Context: an optimization exercise on an open-source flow, tuned for small area, a short achievable clock period and few clock cycles per item. The choices shown serve that exercise and are no tape-out recipe. At most, simulation tests tie the RTL to the original design; equivalence was not proved. Power figures rest on the tool's default switching activity, not on a simulated workload.

==> violet: inputs <==
==> flow/design.v <==
package apb4_sram_pkg;
  typedef enum logic [1:0] {
    ST_IDLE   = 2'd0,
    ST_SETUP  = 2'd1,
    ST_WAIT   = 2'd2,
    ST_ACCESS = 2'd3
  } apb_state_e;
  localparam int DEF_ADDR_W      = 32;
  localparam int DEF_DATA_W      = 32;
  localparam int DEF_DEPTH       = 64;
  localparam int DEF_WAIT_CYCLES = 2;
  localparam int WAIT_CYCLES_MAX = 15;
  localparam int CNT_W           = 4;
  function automatic logic [CNT_W-1:0] wait_load(input int cycles);
    if (cycles > WAIT_CYCLES_MAX) begin
      wait_load = CNT_W'(WAIT_CYCLES_MAX);
    end else if (cycles < 0) begin
      wait_load = {CNT_W{1'b0}};
    end else begin
      wait_load = CNT_W'(cycles);
    end
  endfunction
endpackage
module apb4_sram_mem
#(
  parameter int DATA_W = apb4_sram_pkg::DEF_DATA_W,
  parameter int DEPTH  = apb4_sram_pkg::DEF_DEPTH,
  parameter int AW     = 6
) (
  input  logic                clk,
  input  logic                rst_n,
  input  logic [AW-1:0]       addr,
  input  logic                wstart,
  input  logic [DATA_W/8-1:0] be,
  input  logic [DATA_W-1:0]   wdata,
  input  logic                re,
  output logic [DATA_W-1:0]   rdata
);
  localparam int BYTES = DATA_W / 8;
  localparam int GRP   = 8;
  localparam int NGRP  = DEPTH / GRP;
  logic [DEPTH-1:0][DATA_W-1:0] mem_r;
  logic [GRP-1:0]  sel_lo;
  logic [NGRP-1:0] sel_hi;
  always_comb begin
    for (int i = 0; i < GRP; i++) begin
      sel_lo[i] = (addr[2:0] == 3'(i));
    end
    for (int i = 0; i < NGRP; i++) begin
      sel_hi[i] = (addr[AW-1:3] == (AW-3)'(i));
    end
  end
  logic [GRP-1:0]  wsel_lo_r;
  logic [NGRP-1:0] wsel_hi_r;
  always_ff @(posedge clk or negedge rst_n) begin
    if (!rst_n) begin
      wsel_hi_r <= {NGRP{1'b0}};
    end else begin
      wsel_hi_r <= wstart ? sel_hi : {NGRP{1'b0}};
    end
  end
  always_ff @(posedge clk) begin
    wsel_lo_r <= sel_lo;
  end
  logic [DEPTH-1:0][BYTES-1:0] wen;
  for (genvar w = 0; w < DEPTH; w++) begin : g_wen
    for (genvar b = 0; b < BYTES; b++) begin : g_byte
      apb4_sram_and3 u_wen (
        .a (wsel_hi_r[w / GRP]),
        .b (wsel_lo_r[w % GRP]),
        .c (be[b]),
        .y (wen[w][b])
      );
    end
  end
  always_ff @(posedge clk) begin
    for (int w = 0; w < DEPTH; w++) begin
      for (int b = 0; b < BYTES; b++) begin
        if (wen[w][b]) begin
          mem_r[w][b*8 +: 8] <= wdata[b*8 +: 8];
        end
      end
    end
  end
  for (genvar l = 0; l < BYTES; l++) begin : g_rlane
    logic [GRP-1:0]  rsel_lo;
    logic [NGRP-1:0] rsel_hi;
    apb4_sram_rdec u_dec (.addr (addr), .lo (rsel_lo), .hi (rsel_hi));
    for (genvar i = 0; i < 8; i++) begin : g_rbit
      localparam int B = l*8 + i;
      logic [NGRP-1:0] grp;
      for (genvar g = 0; g < NGRP; g++) begin : g_grp
        logic [GRP-1:0] col;
        for (genvar k = 0; k < GRP; k++) begin : g_col
          assign col[k] = mem_r[g*GRP + k][B];
        end
        apb4_sram_andor8 u_lo (.a (col), .s (rsel_lo), .y (grp[g]));
      end
      apb4_sram_andor8_kill u_hi (.a (grp), .s (rsel_hi), .kill (!re), .y (rdata[B]));
    end
  end
endmodule
module apb4_sram_andor8 (
  input  logic [7:0] a,
  input  logic [7:0] s,
  output logic       y
);
  assign y = |(a & s);
endmodule
module apb4_sram_andor8_kill (
  input  logic [7:0] a,
  input  logic [7:0] s,
  input  logic       kill,
  output logic       y
);
  assign y = !kill && (|(a & s));
endmodule
module apb4_sram_and3 (
  input  logic a,
  input  logic b,
  input  logic c,
  output logic y
);
  assign y = a && b && c;
endmodule
module apb4_sram_rdec (
  input  logic [5:0] addr,
  output logic [7:0] lo,
  output logic [7:0] hi
);
  always_comb begin
    for (int i = 0; i < 8; i++) begin
      lo[i] = (addr[2:0] == 3'(i));
      hi[i] = (addr[5:3] == 3'(i));
    end
  end
endmodule
module apb4_sram_slave
#(
  parameter int ADDR_W      = apb4_sram_pkg::DEF_ADDR_W,
  parameter int DATA_W      = apb4_sram_pkg::DEF_DATA_W,
  parameter int DEPTH       = apb4_sram_pkg::DEF_DEPTH,
  parameter int WAIT_CYCLES = 0
) (
  input  logic                pclk,
  input  logic                presetn,
  input  logic                psel,
  input  logic                penable,
  input  logic                pwrite,
  input  logic [ADDR_W-1:0]   paddr,
  input  logic [DATA_W-1:0]   pwdata,
  input  logic [DATA_W/8-1:0] pstrb,
  output logic [DATA_W-1:0]   prdata,
  output logic                pready,
  output logic                pslverr
);
  localparam int BYTES  = DATA_W / 8;
  localparam int OFF_W  = $clog2(BYTES);
  localparam int MEM_AW = (DEPTH > 1) ? $clog2(DEPTH) : 1;
  logic              pready_r;
  logic              pslverr_r;
  logic [DATA_W-1:0] prdata_r;
  logic [ADDR_W-1:0] word_idx_s;
  logic              err_s;
  logic              setup_s;
  logic [BYTES-1:0]  be_s;
  logic [DATA_W-1:0] mem_rdata_s;
  always_comb begin
    word_idx_s = paddr >> OFF_W;
    err_s      = ((paddr & ADDR_W'(BYTES - 1)) != {ADDR_W{1'b0}}) ||
                 (word_idx_s >= ADDR_W'(DEPTH));
  end
  always_comb begin
    be_s = pstrb;
  end
  assign setup_s = psel && !penable && !pready_r;
  always_ff @(posedge pclk or negedge presetn) begin
    if (!presetn) begin
      pready_r  <= 1'b0;
      pslverr_r <= 1'b0;
    end else begin
      pready_r  <= setup_s;
      pslverr_r <= setup_s && err_s;
    end
  end
  always_ff @(posedge pclk) begin
    prdata_r <= mem_rdata_s;
  end
  apb4_sram_mem #(
    .DATA_W (DATA_W),
    .DEPTH  (DEPTH),
    .AW     (MEM_AW)
  ) u_mem (
    .clk    (pclk),
    .rst_n  (presetn),
    .addr   (word_idx_s[MEM_AW-1:0]),
    .wstart (setup_s && pwrite && !err_s),
    .be     (be_s),
    .wdata  (pwdata),
    .re     (!err_s),
    .rdata  (mem_rdata_s)
  );
  assign prdata  = prdata_r;
  assign pready  = pready_r;
  assign pslverr = pslverr_r;
endmodule
==> flow/run.sh <==
#!/bin/bash
# synth_recipe.tcl (not shown) runs the flow's synth.tcl, then flattens the netlist and writes it again
# the make line also repeats each setting of config.mk as NAME=value (left out here)
make -C /OpenROAD-flow-scripts/flow DESIGN_CONFIG=/design/flow/config.mk WORK_HOME=/design/flow/orfs CLKGATE_MAP_FILE= SYNTH_SCRIPT=/design/flow/synth_recipe.tcl finish
==> flow/config.mk <==
export PLATFORM = sky130hd
export DESIGN_NAME = apb4_sram_slave
export DESIGN_NICKNAME = apb4_sram_slave
export VERILOG_FILES = /design/flow/design.v
export SDC_FILE = /design/flow/constraint.sdc
export NUM_CORES = 4
export LEC_CHECK = 0
export CAP_MARGIN = 20
export CORE_MARGIN = 2
export CORE_UTILIZATION = 70
export CTS_CLUSTER_DIAMETER = 100
export CTS_CLUSTER_SIZE = 30
export PLACE_DENSITY = 0.78
export SETUP_SLACK_MARGIN = 1.5
export SLEW_MARGIN = 20
export SYNTH_HIERARCHICAL = 1
export SYNTH_MINIMUM_KEEP_SIZE = 0
==> flow/constraint.sdc <==
create_clock -name core_clock -period 3.3 [get_ports {pclk}]
set_input_delay 0.6600 -clock core_clock [delete_from_list [all_inputs] [get_ports {pclk}]]
set_output_delay 0.6600 -clock core_clock [all_outputs]
set_load 0.01 [all_outputs]
==> inputs of raven, as changes to violet <==
==> flow/design.v (replaced) <==
package apb4_sram_pkg;
  typedef enum logic [1:0] {
    ST_IDLE   = 2'd0,
    ST_SETUP  = 2'd1,
    ST_WAIT   = 2'd2,
    ST_ACCESS = 2'd3
  } apb_state_e;
  localparam int DEF_ADDR_W      = 32;
  localparam int DEF_DATA_W      = 32;
  localparam int DEF_DEPTH       = 64;
  localparam int DEF_WAIT_CYCLES = 2;
  localparam int WAIT_CYCLES_MAX = 15;
  localparam int CNT_W           = 4;
  function automatic logic [CNT_W-1:0] wait_load(input int cycles);
    if (cycles > WAIT_CYCLES_MAX) begin
      wait_load = CNT_W'(WAIT_CYCLES_MAX);
    end else if (cycles < 0) begin
      wait_load = {CNT_W{1'b0}};
    end else begin
      wait_load = CNT_W'(cycles);
    end
  endfunction
endpackage
module apb4_sram_mem
#(
  parameter int DATA_W = apb4_sram_pkg::DEF_DATA_W,
  parameter int DEPTH  = apb4_sram_pkg::DEF_DEPTH,
  parameter int AW     = 6
) (
  input  logic                clk,
  input  logic                we,
  input  logic [DATA_W/8-1:0] be,
  input  logic [AW-1:0]       waddr,
  input  logic [DATA_W-1:0]   wdata,
  input  logic [AW-1:0]       raddr,
  output logic [DATA_W-1:0]   rdata
);
  logic [DATA_W-1:0] mem_r [DEPTH];
  always_ff @(posedge clk) begin
    if (we) begin
      for (int b = 0; b < DATA_W/8; b++) begin
        if (be[b]) begin
          mem_r[waddr][b*8 +: 8] <= wdata[b*8 +: 8];
        end
      end
    end
  end
  assign rdata = mem_r[raddr];
endmodule
module apb4_sram_slave
#(
  parameter int ADDR_W      = apb4_sram_pkg::DEF_ADDR_W,
  parameter int DATA_W      = apb4_sram_pkg::DEF_DATA_W,
  parameter int DEPTH       = apb4_sram_pkg::DEF_DEPTH,
  parameter int WAIT_CYCLES = 0
) (
  input  logic                pclk,
  input  logic                presetn,
  input  logic                psel,
  input  logic                penable,
  input  logic                pwrite,
  input  logic [ADDR_W-1:0]   paddr,
  input  logic [DATA_W-1:0]   pwdata,
  input  logic [DATA_W/8-1:0] pstrb,
  output logic [DATA_W-1:0]   prdata,
  output logic                pready,
  output logic                pslverr
);
  localparam int BYTES  = DATA_W / 8;
  localparam int OFF_W  = $clog2(BYTES);
  localparam int MEM_AW = (DEPTH > 1) ? $clog2(DEPTH) : 1;
  logic [MEM_AW-1:0] addr_r;
  logic              wen_r;
  logic              pready_r;
  logic              pslverr_r;
  logic [DATA_W-1:0] prdata_r;
  logic [ADDR_W-1:0] word_idx_s;
  logic              err_s;
  logic              setup_s;
  logic [BYTES-1:0]  be_s;
  logic [DATA_W-1:0] mem_rdata_s;
  always_comb begin
    word_idx_s = paddr >> OFF_W;
    err_s      = ((paddr & ADDR_W'(BYTES - 1)) != {ADDR_W{1'b0}}) ||
                 (word_idx_s >= ADDR_W'(DEPTH));
  end
  always_comb begin
    be_s = pstrb;
  end
  assign setup_s = psel && !penable && !pready_r;
  always_ff @(posedge pclk or negedge presetn) begin
    if (!presetn) begin
      pready_r  <= 1'b0;
      pslverr_r <= 1'b0;
      wen_r     <= 1'b0;
    end else begin
      pready_r  <= setup_s;
      pslverr_r <= setup_s && err_s;
      wen_r     <= setup_s && pwrite && !err_s;
    end
  end
  always_ff @(posedge pclk) begin
    prdata_r <= err_s ? {DATA_W{1'b0}} : mem_rdata_s;
    addr_r   <= word_idx_s[MEM_AW-1:0];
  end
  apb4_sram_mem #(
    .DATA_W (DATA_W),
    .DEPTH  (DEPTH),
    .AW     (MEM_AW)
  ) u_mem (
    .clk    (pclk),
    .we     (wen_r),
    .be     (be_s),
    .waddr  (addr_r),
    .wdata  (pwdata),
    .raddr  (word_idx_s[MEM_AW-1:0]),
    .rdata  (mem_rdata_s)
  );
  assign prdata  = prdata_r;
  assign pready  = pready_r;
  assign pslverr = pslverr_r;
endmodule
==> flow/config.mk (replaced) <==
export PLATFORM = sky130hd
export DESIGN_NAME = apb4_sram_slave
export DESIGN_NICKNAME = apb4_sram_slave
export VERILOG_FILES = /design/flow/design.v
export SDC_FILE = /design/flow/constraint.sdc
export NUM_CORES = 4
export LEC_CHECK = 0
export CAP_MARGIN = 20
export CORE_MARGIN = 2
export CORE_UTILIZATION = 40
export SLEW_MARGIN = 20
==> notes <==
violet went through all stages and came out clean. raven completed without violations. In raven the clock-buffer cell count is higher than in violet, by 110. Of violet and raven, violet has the higher utilization (gap 35 points). In violet the design area is lower than in raven, by 6.0%. Of raven and violet, violet has the higher hold slack (gap 0.071 ns). Combinational power: raven is lower than violet (about 12%). Between violet and raven, the lower routed wire length is in raven (gap about 2%, measured against raven). Against raven, the register-to-register slack of violet is higher by 1.1 ns.
==> figures <==
metric	raven	violet
Area occupied by multi-input gates	0.0167 mm2	0.0155 mm2
Required time of the worst setup path	3.74 ns	3.88 ns
Worst setup SP type	register	primary input
Multi-input gates	1322	1796
Part of the total power dissipated in sequential elements	53.3%	65.9%
Antenna diode count	2	24
Unrepaired setup endpoints after global routing	no	yes
Sequential power	0.0291 W	0.0292 W
Status	no timing/DRC/antenna violations	no timing/DRC/antenna violations
Pre-CTS WS	0.00262 ns	0.0595 ns
Average routed wire per standard cell	30.6 um	37.0 um
Sequential cell count	2089	2098
Minimum clock period after layout	2.96 ns	2.02 ns
Area share of the largest cell type after synthesis	76.7%	81.5%
Share of power burned in the clock network	42.1%	27.7%
Testbench counts of raven, summed over its fixed seeds: cycles 80,000, transfers 40,000.
No functional check of the RTL was part of violet.

-- what the ideal ports hide --
In the flow no input, the clock included, has a driving cell. The finished layouts below were timed again as built, in two steps.
Step 1 (the two cells are an assumption about what drives the block):
set clk [get_ports {pclk}]
set_driving_cell -lib_cell sky130_fd_sc_hd__clkbuf_16 $clk
set_driving_cell -lib_cell sky130_fd_sc_hd__buf_2 [delete_from_list [all_inputs] $clk]
Step 2 also shifts input and output timing later by t, the mid clock arrival at the registers, as if the neighbouring blocks saw the same clock.
Slacks: no drivers / after step 1 / after step 2; pairs: no drivers / after step 1.
run	shift t [ns]	setup slack, ns	hold WS [ns]
violet	0.790	1.275 / 1.284 / 0.495	0.266 / 0.215 / 0.654
raven	0.919	0.338 / 0.338 / 0.047	0.195 / 0.139 / 0.471
After both steps setup and hold are still met in every run listed. For violet, which loses most, drivers alone change the setup slack by +0.009 ns; drivers and shift together by -0.780 ns.
